This design comes from an exercise in tuning for small area, a short achievable clock period and few clock cycles per item on the open sky130 flow, not from production work. Only simulation tests tie the RTL to the original design; equivalence was not proved. No activity file was given, so power comes from the tool's default toggle rates.

Design exec_stage, start of the top module:
module exec_stage (
    input  logic             clk,
    input  logic             rst,            
    input  logic             req_valid,
    input  logic [4:0]       req_func,
    input  logic             req_opa_sel,
    input  logic             req_opb_sel,
    input  logic [1:0]       req_rs_fwd,
    input  logic [1:0]       req_rt_fwd,
    input  logic [32-1:0] req_rs,         
    input  logic [32-1:0] req_rt,
    input  logic [32-1:0] req_ext,        
    input  logic [32-1:0] fwd_alu_res,
    input  logic [32-1:0] fwd_mem_res,
    output logic             rsp_valid,
    output logic [32-1:0] rsp_result,
    output logic [32-1:0] store_data_o,
    output logic             md_busy_o
);
localparam logic [4:0] ALU_NOP   = 5'd0;
localparam logic [4:0] ALU_PA    = 5'd1;    
localparam logic [4:0] ALU_PB    = 5'd2;    
localparam logic [4:0] ALU_ADD   = 5'd3;
localparam logic [4:0] ALU_SUB   = 5'd4;
localparam logic [4:0] ALU_AND   = 5'd5;
localparam logic [4:0] ALU_OR    = 5'd6;
localparam logic [4:0] ALU_XOR   = 5'd7;
localparam logic [4:0] ALU_NOR   = 5'd8;
localparam logic [4:0] ALU_SLT   = 5'd9;
localparam logic [4:0] ALU_SLTU  = 5'd10;
localparam logic [4:0] ALU_SLL   = 5'd11;   
localparam logic [4:0] ALU_SRL   = 5'd12;
localparam logic [4:0] ALU_SRA   = 5'd13;
localparam logic [4:0] ALU_MULT  = 5'd16;   
localparam logic [4:0] ALU_MULTU = 5'd17;
localparam logic [4:0] ALU_DIV   = 5'd18;
localparam logic [4:0] ALU_DIVU  = 5'd19;
localparam logic [4:0] ALU_MFHI  = 5'd20;
localparam logic [4:0] ALU_MFLO  = 5'd21;
localparam logic [4:0] ALU_MTHI  = 5'd22;
localparam logic [4:0] ALU_MTLO  = 5'd23;
localparam logic OPA_RS  = 1'b0;
localparam logic OPA_EXT = 1'b1;
localparam logic OPB_RT  = 1'b0;
localparam logic OPB_EXT = 1'b1;
localparam logic [1:0] FWD_NONE = 2'd0;
localparam logic [1:0] FWD_ALU  = 2'd1;     
localparam logic [1:0] FWD_MEM  = 2'd2;     
    logic [32-1:0] opa;
    logic [32-1:0] opb;
    logic [32-1:0] alu_res;
    logic [32-1:0] hilo_res;
    logic [32-1:0] res_d;
    logic             hilo_wr;      
    logic             md_start;
    assign hilo_wr  = (req_func == ALU_MULT) || (req_func == ALU_MULTU) ||
  ...
==> flow/config.mk <==
export PLATFORM = sky130hd
export DESIGN_NAME = exec_stage
export DESIGN_NICKNAME = exec_stage
export VERILOG_FILES = /design/flow/design.v
export SDC_FILE = /design/flow/constraint.sdc
export NUM_CORES = 4
export LEC_CHECK = 0
export ABC_AREA = 1
export CAP_MARGIN = 20
export CORE_MARGIN = 2
export CORE_UTILIZATION = 40
export SLEW_MARGIN = 20
==> flow/constraint.sdc <==
create_clock -name core_clock -period 6.5 [get_ports {clk}]
set_input_delay 1.3000 -clock core_clock [delete_from_list [all_inputs] [get_ports {clk}]]
set_output_delay 1.3000 -clock core_clock [all_outputs]
set_load 0.01 [all_outputs]
standard.sh (not shown) runs the stock make flow with config.mk's settings and CLKGATE_MAP_FILE= SYNTH_SCRIPT=/design/flow/synth_recipe.tcl, a recipe that flattens the netlist after the stock synthesis.
==> flow/flow/run.sh <==
#!/bin/bash
set -o pipefail
cp standard.sh standard_sh_copy.log
export BUFFER_PORTS_ARGS="-buffer_cell sky130_fd_sc_hd__buf_2"
bash standard.sh > standard.log 2>&1
Testbench counts at the start, summed over its fixed seeds: cycles 44,261, items 24,016.
Then changed:
--- a/flow/design.v
+++ b/flow/design.v
@@ -280,17 +280,17 @@
     logic [32-1:0]   b_load;
     assign md_op     = (func_i == ALU_MULT) || (func_i == ALU_MULTU) ||
                        (func_i == ALU_DIV)  || (func_i == ALU_DIVU);
     assign op_mul    = (func_i == ALU_MULT) || (func_i == ALU_MULTU);
     assign op_signed = (func_i == ALU_MULT) || (func_i == ALU_DIV);
     assign a_neg     = (func_i == ALU_DIV) && opa_i[32-1];
     assign b_neg     = (func_i == ALU_DIV) && opb_i[32-1];
+    assign a_load    = a_neg ? -opa_i : opa_i;
     assign b_load    = op_mul ? opb_i : (b_neg ? opb_i : ~opb_i);
     logic               mul_last;
-    logic               mul_cor;     
     logic [3:0]         bth_neg;
     logic [34:0]        bth_pp [4];
     logic [39:0]        mul_op [6];
     logic [39:0]        csa_s1, csa_c1, csa_s2, csa_c2, csa_s3, csa_c3, csa_s4, csa_c4;
     logic [39:0]        mul_sum;
     assign mul_last = (cnt[1:0] == 2'd3);
     logic [3:0]         bd_one;
@@ -321,15 +321,15 @@
         end
     end
     assign mul_op[0] = {{8{hi[32-1]}}, hi};
     assign mul_op[1] = {{5{bth_pp[0][34]}}, bth_pp[0]};
     assign mul_op[2] = {{3{bth_pp[1][34]}}, bth_pp[1], 1'b0, bth_neg[0]};
     assign mul_op[3] = {bth_pp[2][34], bth_pp[2], 1'b0, bth_neg[1], 2'b0};
     assign mul_op[4] = {bth_pp[3][33:0], 1'b0, bth_neg[2], 4'b0};
-    assign mul_op[5] = {(mul_cor ? md_d[32-1:0] : 32'd0),
+    assign mul_op[5] = {((mul_last && !sgn && lo[7]) ? md_d[32-1:0] : 32'd0),
                         1'b0, bth_neg[3], 6'b0};
     assign csa_s1 = mul_op[0] ^ mul_op[1] ^ mul_op[2];
     assign csa_c1 = {(mul_op[0][38:0] & mul_op[1][38:0]) | (mul_op[0][38:0] & mul_op[2][38:0]) |
                      (mul_op[1][38:0] & mul_op[2][38:0]), 1'b0};
     assign csa_s2 = mul_op[3] ^ mul_op[4] ^ mul_op[5];
     assign csa_c2 = {(mul_op[3][38:0] & mul_op[4][38:0]) | (mul_op[3][38:0] & mul_op[5][38:0]) |
                      (mul_op[4][38:0] & mul_op[5][38:0]), 1'b0};
@@ -382,18 +382,14 @@
             div_cin <= !b_neg;
             is_mul <= op_mul;
             sgn    <= op_signed;
         end
     end
     always_ff @(posedge clk)
     begin
-        mul_cor <= busy && (cnt[1:0] == 2'd2) && !sgn && lo[15];
-    end
-    always_ff @(posedge clk)
-    begin
         bd_one <= bd_one_d;
         bd_two <= bd_two_d;
         bd_neg <= bd_neg_d;
     end
     always_ff @(posedge clk)
     begin
         if (!rst)
@@ -460,26 +456,21 @@
             else if (func_i == ALU_MTLO)
             begin
                 lo     <= opa_i;
                 neg_lo <= 1'b0;
             end
         end
     end
-    logic               rd_op;
     logic               rd_hi;
-    logic [32-1:0]   ng_src;
-    logic               ng_en;
-    logic [32-1:0]   ng_res;
-    assign rd_op  = (func_i == ALU_MFHI) || (func_i == ALU_MFLO);
+    logic [32-1:0]   rd_raw;
+    logic               rd_neg;
     assign rd_hi  = (func_i == ALU_MFHI);
-    assign ng_src = !rd_op ? opa_i  : (rd_hi ? hi : lo);
-    assign ng_en  = !rd_op ? a_neg  : (rd_hi ? neg_hi : neg_lo);
-    assign ng_res = ng_en ? -ng_src : ng_src;
-    assign a_load = ng_res;
-    assign hilo_o = ng_res;
+    assign rd_raw = rd_hi ? hi : lo;
+    assign rd_neg = rd_hi ? neg_hi : neg_lo;
+    assign hilo_o = rd_neg ? -rd_raw : rd_raw;
     assign busy_o = busy;
 endmodule
 `timescale 1ns/1ps
 module exec_stage (
     input  logic             clk,
     input  logic             rst,            
     input  logic             req_valid,
Effect:
- first-iteration DRC count came out higher by 0.79%
- routed wire length went up by 4.2%
- fmax barely changes
- sequential cell count went down by 1
- clock-buffer cell count goes up by 2
- utilization went down by 0.36 points
- total power rose by 4.9%
- synthesized cell count went up by 0.33%
Testbench counts after the change, summed over its fixed seeds: cycles 44,261, items 24,016.

what the ideal ports hide:
Ports are ideal in the flow. The routed layouts listed here were re-timed in OpenROAD.
Step 1: set_driving_cell puts a clkbuf_16 on clk and a buf_2 on each other input, an assumption about the parent block.
Step 2 times the ports against the registers' clock, not the clock port: input delays grow and output delays shrink by t, the midpoint of the rising clock arrivals with the driver on.
a / b / c = ideal ports / drivers / drivers and shift; a / b = the first two.
run | t (ns) | setup WS [ns] | hold slack, ns | slew at the worst register clock pin (ns)
the first run | 0.548 | 0.673 / 0.673 / 0.642 | 0.453 / 0.453 / 0.453 | 0.09 / 0.09
the second run | 0.562 | 0.675 / 0.675 / 0.675 | 0.525 / 0.525 / 0.525 | 0.08 / 0.08
After both steps setup and hold are still met in every run listed. For the first run, which loses most, drivers alone change the setup slack by 0.000 ns; drivers and shift together by -0.031 ns.
